This design comes from an exercise in tuning for small area on the open sky130 flow, not from production work.
RTL that was checked went through simulation tests only; none was proved equivalent to the original.
Power figures rest on the tool's default switching activity, not on a simulated workload.

the baseline:
==> flow/design.v <==
module rv_core #(
  parameter logic [31:0] BOOT_PC = '0
) (
  input  logic        clk,
  input  logic        rst,
  output logic [31:0] imem_addr_o,
  input  logic [31:0] imem_data_i,
  output logic [31:0] trace_pc_o,
  output logic [31:0] trace_insn_o,
  output logic [1:0]  trace_status_o,
  output logic        wb_we_o,
  output logic [4:0]  wb_rd_o,
  output logic [31:0] wb_data_o
);
  logic [31:2] pc;
  always_ff @(posedge clk) begin
    if (rst) pc <= BOOT_PC[31:2];
    else     pc <= pc + 30'd1;
  end
  assign imem_addr_o = {pc, 2'b00};
  logic [31:0] insn1, insn2, insn3, insn4;
  logic        v1, v2, v3, v4;
  always_ff @(posedge clk) begin
    insn1 <= imem_data_i;
    insn2 <= insn1;
    insn3 <= insn2;
    insn4 <= insn3;
  end
  always_ff @(posedge clk) begin
    v1 <= !rst;
    v2 <= !rst && v1;
    v3 <= !rst && v2;
    v4 <= !rst && v3;
  end
  logic [31:0] regs [1:31];
  logic [2:0]  f3;
  logic [4:0]  rd3, shamt;
  logic        legal3;
  assign rd3    = insn3[11:7];
  assign f3     = insn3[14:12];
  assign shamt  = insn3[24:20];
  assign legal3 = (insn3[6:0] == 7'b0110111) ||
                  (insn3[6:0] == 7'b0010011 &&
                   !(f3 == 3'b101 && (insn3[31] || insn3[29:25] != 5'd0)));
  logic [31:0] result;
  logic [4:0]  rs1_2;
  logic [31:0] rdata;
  logic        fwd;
  logic [31:0] op_q;
  assign rs1_2 = insn2[19:15];
  always_comb begin
    rdata = '0;
    for (int i = 1; i < 32; i++) rdata = rdata | ({32{rs1_2 == 5'(i)}} & regs[i]);
  end
  assign fwd = v3 && legal3 && (rd3 == rs1_2) && (rd3 != 5'd0);
  always_ff @(posedge clk) op_q <= fwd ? result : rdata;
  logic [31:0] a;
  logic [31:0] imm;
  assign a   = op_q;
  assign imm = {{20{insn3[31]}}, insn3[31:20]};
  logic        left;
  logic [31:0] sh_in, sr, shl;
  assign left = !f3[2];
  always_comb begin
    for (int k = 0; k < 32; k++) sh_in[k] = left ? a[31-k] : a[k];
  end
  assign sr = 32'($signed({insn3[30] & !left & a[31], sh_in}) >>> shamt);
  always_comb begin
    for (int k = 0; k < 32; k++) shl[k] = sr[31-k];
  end
  logic        sub;
  logic [32:0] sum;
  logic        lt;
  logic [12:0] lo;
  logic        ub;
  logic [32:12] c, any1, all1;
  assign sub = f3[1];
  assign lo  = {1'b0, a[11:0]} + {1'b0, sub ? ~imm[11:0] : imm[11:0]} + {12'd0, sub};
  assign ub  = imm[31] ^ sub;
  always_comb begin
    any1[12] = 1'b0;
    all1[12] = 1'b1;
    for (int i = 12; i < 32; i++) begin
      any1[i+1] = any1[i] | a[i];
      all1[i+1] = all1[i] & a[i];
    end
    for (int i = 12; i <= 32; i++) c[i] = ub ? (lo[12] | any1[i]) : (lo[12] & all1[i]);
  end
  assign sum = {c[32], a[31:12] ^ {20{ub}} ^ c[31:12], lo[11:0]};
  assign lt  = f3[0] ? !sum[32] : ((a[31] ^ imm[31]) ? a[31] : sum[31]);
  logic [31:0] lu;
  assign lu = (a & imm & {32{f3[1]}}) | ((a ^ imm) & {32{!f3[0]}});
  logic        s_lui, s_add, s_lt, s_lu, s_sh;
  logic [31:0] sh_out;
  assign sh_out = left ? shl : sr;
  assign s_lui  = insn3[2];   
  assign s_add  = !insn3[2] && f3 == 3'b000;
  assign s_lt   = !insn3[2] && f3[2:1] == 2'b01;
  assign s_lu   = !insn3[2] && f3[2] && f3[1:0] != 2'b01;
  assign s_sh   = !insn3[2] && f3[1:0] == 2'b01;
  assign result = ({32{s_lui}} & {insn3[31:12], 12'b0}) | ({32{s_add}} & sum[31:0]) |
                  ({32{s_lu}} & lu) | ({32{s_sh}} & sh_out) | {31'd0, s_lt & lt};
  logic        ok4;
  logic [31:0] res_q;
  always_ff @(posedge clk) begin
    res_q <= result;
    ok4   <= legal3;
  end
  logic        we3;
  logic [31:0] wdata;
  assign we3   = v3 && legal3;
  assign wdata = rst ? 32'd0 : result;
  always_ff @(posedge clk) begin
    for (int i = 1; i < 32; i++) begin
      if (rst || (we3 && rd3 == 5'(i))) regs[i] <= wdata;
    end
  end
  logic [31:2] ret_pc;
  assign ret_pc         = pc - 30'd4;
  assign trace_pc_o     = v4 ? {ret_pc, 2'b00} : 32'd0;
  assign trace_insn_o   = v4 ? insn4 : 32'd0;
  assign trace_status_o = !v4 ? 2'd0 : ok4 ? 2'd1 : 2'd2;
  assign wb_we_o        = v4 && ok4;
  assign wb_rd_o        = insn4[11:7];
  assign wb_data_o      = res_q;
endmodule
clock: 6.0 ns
lec_check: 0
abc_area: 0
cap_margin: 20
core_margin: 2
core_utilization: 55
cts_cluster_diameter: 80
cts_cluster_size: 24
slew_margin: 20
standard.sh (not shown) runs the stock make flow with config.mk's settings and CLKGATE_MAP_FILE= SYNTH_SCRIPT=/design/flow/synth_recipe.tcl, a recipe that flattens the netlist after the stock synthesis.
==> flow/flow/run.sh <==
#!/bin/bash
# The standard layout (standard.sh, with config.mk's settings) with two
# changes: the port buffers are buf_2 cells rather than the cell buffer_ports
# picks by default, and clock tree synthesis adds no dummy loads (its
# clustering settings match config.mk's). make's output goes to standard.log;
# each tool's own log is under orfs/logs/.
set -euo pipefail
export BUFFER_PORTS_ARGS="-buffer_cell sky130_fd_sc_hd__buf_2"
export CTS_ARGS="-sink_clustering_enable -repair_clock_nets -dont_use_dummy_load -sink_clustering_size 24 -sink_clustering_max_diameter 80"
bash standard.sh finish > standard.log 2>&1
The baseline reached the end of the flow, and the finished layout is clean on the timing, design-rule and antenna checks.
Input-level comparison between the candidate and the baseline:
==> flow/design.v <==
module rv_core #(
  parameter logic [31:0] BOOT_PC = '0
) (
  input  logic        clk,
  input  logic        rst,
  output logic [31:0] imem_addr_o,
  input  logic [31:0] imem_data_i,
  output logic [31:0] trace_pc_o,
  output logic [31:0] trace_insn_o,
  output logic [1:0]  trace_status_o,
  output logic        wb_we_o,
  output logic [4:0]  wb_rd_o,
  output logic [31:0] wb_data_o
);
  logic [31:2] pc;
  always_ff @(posedge clk) begin
    if (rst) pc <= BOOT_PC[31:2];
    else     pc <= pc + 30'd1;
  end
  assign imem_addr_o = {pc, 2'b00};
  logic [31:0] insn1, insn2, insn3, insn4;
  logic        v1, v2, v3, v4;
  always_ff @(posedge clk) begin
    insn1 <= imem_data_i;
    insn2 <= insn1;
    insn3 <= insn2;
    insn4 <= insn3;
  end
  always_ff @(posedge clk) begin
    v1 <= !rst;
    v2 <= !rst && v1;
    v3 <= !rst && v2;
    v4 <= !rst && v3;
  end
  logic [31:0] regs [1:31];
  logic [2:0]  f3;
  logic [4:0]  rd3, shamt;
  logic        legal3;
  assign rd3    = insn3[11:7];
  assign f3     = insn3[14:12];
  assign shamt  = insn3[24:20];
  assign legal3 = (insn3[6:0] == 7'b0110111) ||
                  (insn3[6:0] == 7'b0010011 &&
                   !(f3 == 3'b101 && (insn3[31] || insn3[29:25] != 5'd0)));
  logic [31:0] result;
  logic [31:1] sel_q;
  logic [31:0] rdata;
  always_ff @(posedge clk) begin
    for (int i = 1; i < 32; i++) sel_q[i] <= (insn2[19:15] == 5'(i));
  end
  always_comb begin
    rdata = '0;
    for (int i = 1; i < 32; i++) rdata = rdata | ({32{sel_q[i]}} & regs[i]);
  end
  logic [31:0] a;
  logic [31:0] imm;
  assign a   = rdata;
  assign imm = {{20{insn3[31]}}, insn3[31:20]};
  logic        left;
  logic [31:0] sh_in, sr, shl;
  assign left = !f3[2];
  always_comb begin
    for (int k = 0; k < 32; k++) sh_in[k] = left ? a[31-k] : a[k];
  end
  assign sr = 32'($signed({insn3[30] & !left & a[31], sh_in}) >>> shamt);
  always_comb begin
    for (int k = 0; k < 32; k++) shl[k] = sr[31-k];
  end
  logic        sub;
  logic [32:0] sum;
  logic        lt;
  logic [12:0] lo;
  logic        ub;
  logic [32:12] c, any1, all1;
  assign sub = f3[1];
  logic [11:0] b_lo;
  logic [12:0] gp_g [5];
  logic [12:0] gp_p [5];
  assign b_lo = sub ? ~imm[11:0] : imm[11:0];
  always_comb begin
    gp_g[0] = {a[11:0] & b_lo, sub};
    gp_p[0] = {a[11:0] ^ b_lo, 1'b0};
    for (int l = 0; l < 4; l++) begin
      for (int i = 0; i < 13; i++) begin
        if (((i >> l) & 1) == 1) begin
          gp_g[l+1][i] = gp_g[l][i] | (gp_p[l][i] & gp_g[l][((i >> l) << l) - 1]);
          gp_p[l+1][i] = gp_p[l][i] & gp_p[l][((i >> l) << l) - 1];
        end else begin
          gp_g[l+1][i] = gp_g[l][i];
          gp_p[l+1][i] = gp_p[l][i];
        end
      end
    end
  end
  assign lo = {gp_g[4][12], gp_p[0][12:1] ^ gp_g[4][11:0]};
  assign ub  = imm[31] ^ sub;
  always_comb begin
    any1[12] = 1'b0;
    all1[12] = 1'b1;
    for (int i = 12; i < 32; i++) begin
      any1[i+1] = any1[i] | a[i];
      all1[i+1] = all1[i] & a[i];
    end
    for (int i = 12; i <= 32; i++) c[i] = ub ? (lo[12] | any1[i]) : (lo[12] & all1[i]);
  end
  assign sum = {c[32], a[31:12] ^ {20{ub}} ^ c[31:12], lo[11:0]};
  assign lt  = f3[0] ? !sum[32] : ((a[31] ^ imm[31]) ? a[31] : sum[31]);
  logic [31:0] lu;
  assign lu = (a & imm & {32{f3[1]}}) | ((a ^ imm) & {32{!f3[0]}});
  logic        s_lui, s_add, s_lt, s_lu, s_sh;
  logic [31:0] sh_out;
  assign sh_out = left ? shl : sr;
  assign s_lui  = insn3[2];   
  assign s_add  = !insn3[2] && f3 == 3'b000;
  assign s_lt   = !insn3[2] && f3[2:1] == 2'b01;
  assign s_lu   = !insn3[2] && f3[2] && f3[1:0] != 2'b01;
  assign s_sh   = !insn3[2] && f3[1:0] == 2'b01;
  assign result = ({32{s_lui}} & {insn3[31:12], 12'b0}) | ({32{s_add}} & sum[31:0]) |
                  ({32{s_lu}} & lu) | ({32{s_sh}} & sh_out) | {31'd0, s_lt & lt};
  logic        ok4;
  logic [31:0] res_q;
  always_ff @(posedge clk) begin
    res_q <= result;
    ok4   <= legal3;
  end
  logic        we3;
  logic [31:0] wdata;
  assign we3   = v3 && legal3;
  assign wdata = rst ? 32'd0 : result;
  always_ff @(posedge clk) begin
    for (int i = 1; i < 32; i++) begin
      if (rst || (we3 && rd3 == 5'(i))) regs[i] <= wdata;
    end
  end
  logic [31:2] ret_pc;
  assign ret_pc         = pc - 30'd4;
  assign trace_pc_o     = v4 ? {ret_pc, 2'b00} : 32'd0;
  assign trace_insn_o   = v4 ? insn4 : 32'd0;
  assign trace_status_o = !v4 ? 2'd0 : ok4 ? 2'd1 : 2'd2;
  assign wb_we_o        = v4 && ok4;
  assign wb_rd_o        = insn4[11:7];
  assign wb_data_o      = res_q;
endmodule
==> run notes <==
Of the candidate and the baseline, the run reporting the higher data arrival time of the worst path was the candidate.
The synthesized-area fraction occupied by ao, oa, aoi and oai cells of the candidate is lower than that of the baseline.
Looking only at maximum achievable frequency, and setting everything else aside, the higher value of the candidate and the baseline goes to the baseline.
Higher data required time at the worst endpoint goes to the candidate over the baseline.
Global-route usage over all layers (higher): the candidate
Footprint of the flip-flops and latches essentially unchanged between the baseline and the candidate.
The final layout from the candidate, which completed every stage, passed the timing, design-rule and antenna checks at the end of the flow.
Delta (the candidate minus the baseline): area growth from synthesis to final layout increased by 2.0 points relative to the old numbers, power share of the clock group decreased 0.2 points, part of the total power dissipated in sequential elements went up 0.4 points.
Going from the baseline to the candidate, hold slack grows by 0.012 ns.
Compared with the baseline, in the candidate largest voltage drop on the vdd net picked up an extra 0.022 mV, y dimension of the die lost about 2%, synthesized-area fraction occupied by adder cells neither gained nor lost much.
For the baseline, only the layout was checked, not whether the RTL still works.

## re-timing with driven ports
No port has a modelled driver above. Below, the same layouts with a new extraction and two added sets of constraints.
Step 1 sets driving cells, clkbuf_16 on the clock port and buf_2 on the other inputs (assumed; they add their load-dependent delay and slew).
Step 2 also shifts input and output timing later by t, the mid clock arrival at the registers, as if the neighbouring blocks saw the same clock.
a / b / c = ideal / step 1 / step 2; a / b = the first two.
run	t (ns)	setup WS [ns]	slew at the worst register clock pin (ns)	worst data-port slew with drivers (ns)
the baseline	0.727	0.977 / 0.977 / 0.977	0.10 / 0.10	0.07
the candidate	0.705	0.146 / 0.146 / 0.146	0.10 / 0.10	0.07
After both steps setup and hold are still met in every run listed.
